Source: an optimization exercise on an open RTL-to-GDS flow (aim: small area, a short achievable clock period and few clock cycles per item). Production flows keep margins and buffers that such runs may drop.
Power and IR drop assume default switching activity.

## branch tundra
==> module sliding_window_extremum_detector, before the edit <==
module sliding_window_extremum_detector
(
  input  logic                           clk,
  input  logic                           rst,
  input  logic                           in_valid,
  output logic                           in_ready,
  input  logic                           kind,
  input  logic signed [swx_pkg::PRICE_BITS-1:0]   price,
  input  logic signed [swx_pkg::STAMP_BITS-1:0]   stamp,
  output logic                           out_valid,
  input  logic                           out_ready,
  output logic [swx_pkg::VERDICT_BITS-1:0]        verdict,
  output logic signed [swx_pkg::PRICE_BITS-1:0]   price_out,
  output logic signed [swx_pkg::STAMP_BITS-1:0]   stamp_out,
  input  logic                           cfg_we,
  input  logic [swx_pkg::HALF_BITS-1:0]           cfg_data
);
  localparam int PB    = swx_pkg::PRICE_BITS;
  localparam int NPAST = 2 * swx_pkg::MAX_HALF_WINDOW;    
  logic [swx_pkg::HALF_BITS-1:0] half_window;
  logic [swx_pkg::HALF_BITS-1:0] half_clamped;
  logic [PB-1:0]                 win [NPAST];     
  logic [NPAST:0]                count;
  logic [NPAST-1:0]              cap_mask;        
  logic                          s1_valid;
  logic                          s1_fresh;        
  logic [swx_pkg::STAMP_BITS-1:0] s1_stamp;
  logic [swx_pkg::VERDICT_BITS-1:0] s1_kept;
  logic [NPAST-1:0]              cmp_hi_lower;
  logic [NPAST-1:0]              cmp_hi_higher;
  logic [NPAST-1:0]              cmp_lo_lower;
  logic [NPAST-1:0]              cmp_lo_higher;
  logic                          s1_move;
  logic                          accept;
  logic                          tick;
  logic                          clear;
  logic                          report;
  logic [NPAST-1:0]              hi_lower;
  logic [NPAST-1:0]              hi_higher;
  logic [NPAST-1:0]              lo_lower;
  logic [NPAST-1:0]              lo_higher;
  logic [NPAST-1:0]              held;
  logic [NPAST-1:0]              lower;
  logic [NPAST-1:0]              higher;
  logic [swx_pkg::VERDICT_BITS-1:0] judged;
  logic [swx_pkg::VERDICT_BITS-1:0] s1_verdict;
  logic [NPAST*PB-1:0]           past;
  assign s1_move  = !out_valid || out_ready;
  assign in_ready = !s1_valid || s1_move;
  assign accept   = in_valid && in_ready;
  assign tick     = accept && (kind == swx_pkg::KIND_TICK);
  assign clear    = accept && (kind == swx_pkg::KIND_CLEAR);
  always_comb begin
    report = 1'b0;
    for (int k = 1; k <= swx_pkg::MAX_HALF_WINDOW; k++) begin
      if (int'(half_window) == k) begin
        report = count[k-1];
      end
    end
  end
  always_comb begin
    for (int k = 0; k < NPAST; k++) begin
      cap_mask[k] = (k < 2 * int'(half_window));
    end
  end
  always_comb begin
    priority if (cfg_data == '0) begin
      half_clamped = swx_pkg::HALF_BITS'(1);
    end else if (cfg_data > swx_pkg::HALF_BITS'(swx_pkg::MAX_HALF_WINDOW)) begin
      half_clamped = swx_pkg::HALF_BITS'(swx_pkg::MAX_HALF_WINDOW);
    end else begin
      half_clamped = cfg_data;
    end
  end
  assign held   = count[NPAST:1] & cap_mask;
  assign lower  = held & (cmp_hi_lower  | (~cmp_hi_higher & cmp_lo_lower));
  assign higher = held & (cmp_hi_higher | (~cmp_hi_lower  & cmp_lo_higher));
  always_comb begin
    if (lower == '0) begin
      judged = swx_pkg::VERDICT_MINIMA;
    end else if (higher == '0) begin
      judged = swx_pkg::VERDICT_MAXIMA;
    end else begin
      judged = swx_pkg::VERDICT_REGULAR;
    end
  end
  assign s1_verdict = s1_fresh ? judged : s1_kept;
  always_ff @(posedge clk) begin
    if (rst) begin
      half_window <= swx_pkg::HALF_BITS'(1);
      count       <= '0;
      s1_valid    <= 1'b0;
      s1_fresh    <= 1'b0;
      out_valid   <= 1'b0;
    end else begin
      if (cfg_we) begin
        half_window <= half_clamped;
        count       <= '0;
      end else if (clear) begin
        count       <= '0;
      end else if (tick) begin
        count       <= {count[NPAST-1:0], 1'b1};
      end
      if (in_ready) begin
        s1_valid <= tick && report;
      end
      s1_fresh <= in_ready;
      if (s1_move) begin
        out_valid <= s1_valid;
      end
    end
  end
  always_ff @(posedge clk) begin
    if (tick) begin
      win[0] <= price;
      for (int k = 1; k < NPAST; k++) begin
        win[k] <= win[k-1];
      end
    end
    cmp_hi_lower  <= hi_lower;
    cmp_hi_higher <= hi_higher;
    cmp_lo_lower  <= lo_lower;
    cmp_lo_higher <= lo_higher;
    s1_kept       <= s1_verdict;
    if (in_ready) begin
      s1_stamp <= stamp;
    end
    if (s1_move) begin
      verdict   <= s1_verdict;
      price_out <= win[0];
      stamp_out <= s1_stamp;
    end
  end
  always_comb begin
    for (int k = 0; k < NPAST; k++) begin
      past[k*PB +: PB] = win[k];
    end
  end
  swx_judge #(
    .N (NPAST)
  ) u_judge (
    .now       (price),
    .past      (past),
    .hi_lower  (hi_lower),
    .hi_higher (hi_higher),
    .lo_lower  (lo_lower),
    .lo_higher (lo_higher)
  );
endmodule
clock: 5.0 ns
lec_check: 0
abc_clock_period_in_ps: 2400
cap_margin: 20
core_margin: 2
core_utilization: 55
setup_slack_margin: 2.6
slew_margin: 20
run.sh (not shown) runs the stock make flow with config.mk's settings and CLKGATE_MAP_FILE= SYNTH_SCRIPT=/design/flow/synth_recipe.tcl, a recipe that flattens the netlist after the stock synthesis.
Input-level comparison between branch maple and branch tundra:
--- a/flow/design.v
+++ b/flow/design.v
@@ -92,4 +92,5 @@
   logic [NPAST:0]                count;
   logic [NPAST-1:0]              cap_mask;        
+  logic [NPAST-1:0]              cap_clamped;     
   logic                          s1_valid;
   logic                          s1_fresh;        
@@ -101,4 +102,7 @@
   logic [NPAST-1:0]              cmp_lo_higher;
   logic                          s1_move;
+  logic                          s1_free;         
+  logic                          s1_valid_n;
+  logic                          out_valid_n;
   logic                          accept;
   logic                          tick;
@@ -116,5 +120,5 @@
   logic [NPAST*PB-1:0]           past;
   assign s1_move  = !out_valid || out_ready;
-  assign in_ready = !s1_valid || s1_move;
+  assign in_ready = s1_free || out_ready;
   assign accept   = in_valid && in_ready;
   assign tick     = accept && (kind == swx_pkg::KIND_TICK);
@@ -130,5 +134,5 @@
   always_comb begin
     for (int k = 0; k < NPAST; k++) begin
-      cap_mask[k] = (k < 2 * int'(half_window));
+      cap_clamped[k] = (k < 2 * int'(half_clamped));
     end
   end
@@ -155,14 +159,19 @@
   end
   assign s1_verdict = s1_fresh ? judged : s1_kept;
+  assign s1_valid_n  = in_ready ? (tick && report) : s1_valid;
+  assign out_valid_n = s1_move ? s1_valid : out_valid;
   always_ff @(posedge clk) begin
     if (rst) begin
       half_window <= swx_pkg::HALF_BITS'(1);
+      cap_mask    <= NPAST'(3);
       count       <= '0;
       s1_valid    <= 1'b0;
       s1_fresh    <= 1'b0;
+      s1_free     <= 1'b1;
       out_valid   <= 1'b0;
     end else begin
       if (cfg_we) begin
         half_window <= half_clamped;
+        cap_mask    <= cap_clamped;
         count       <= '0;
       end else if (clear) begin
@@ -171,11 +180,8 @@
         count       <= {count[NPAST-1:0], 1'b1};
       end
-      if (in_ready) begin
-        s1_valid <= tick && report;
-      end
-      s1_fresh <= in_ready;
-      if (s1_move) begin
-        out_valid <= s1_valid;
-      end
+      s1_valid  <= s1_valid_n;
+      out_valid <= out_valid_n;
+      s1_free   <= !(s1_valid_n && out_valid_n);
+      s1_fresh  <= in_ready;
     end
   end
==> run summary <==
Going from branch tundra to branch maple, total setup buffers inserted after CTS shrinks by about 28%.
Non-filler instance count after layout: branch tundra and branch maple compared, lower one is branch maple
Row area after synthesis: branch maple higher / branch tundra lower
Between branch tundra and branch maple, the number of optimization iterations in the first detailed-route pass is lower for branch maple.
branch maple does worse than branch tundra on worst setup slack.
Fraction of area in clock buffers and inverters ends up lower on branch maple.
Looking at area of the die across both flows, branch maple is the weaker of the two, with branch tundra ahead.
Between branch tundra and branch maple, routed metal-1 wire length increased.
On power: between branch tundra and branch maple, it ends up lower for branch maple.
The placer congestion estimate of branch maple falls short of that of branch tundra by 0.0096.
On minimum clock period after layout, branch tundra beats branch maple.
Relative to branch tundra, the non-clock buffer count of branch maple is lower by 4.
No run of this note included a check of the RTL's function; only the layout flow was run.

==> re-timing with driven ports <==
In the flow no input, the clock included, has a driving cell. The finished layouts below were timed again as built, in two steps.
Step 1 sets driving cells, clkbuf_16 on the clock port and buf_2 on the other inputs (assumed; they add their load-dependent delay and slew).
Step 2 also shifts input and output timing later by t, the mid clock arrival at the registers, as if the neighbouring blocks saw the same clock.
Three values: ideal, step 1, step 2; two values: the first two.
run	t (ns)	setup slack, ns	latest minus earliest clock arrival (ns)	worst slew at a driven data input, ns	pins driven straight from the clock port
branch tundra	0.815	2.400 / 2.357 / 1.829	0.026 / 0.026	0.07	1
branch maple	0.804	2.343 / 2.302 / 1.861	0.024 / 0.024	0.06	1
After both steps every run listed still meets setup and hold. The setup slack of branch tundra, which loses most, moves by -0.043 ns with the drivers and by -0.571 ns with both steps.
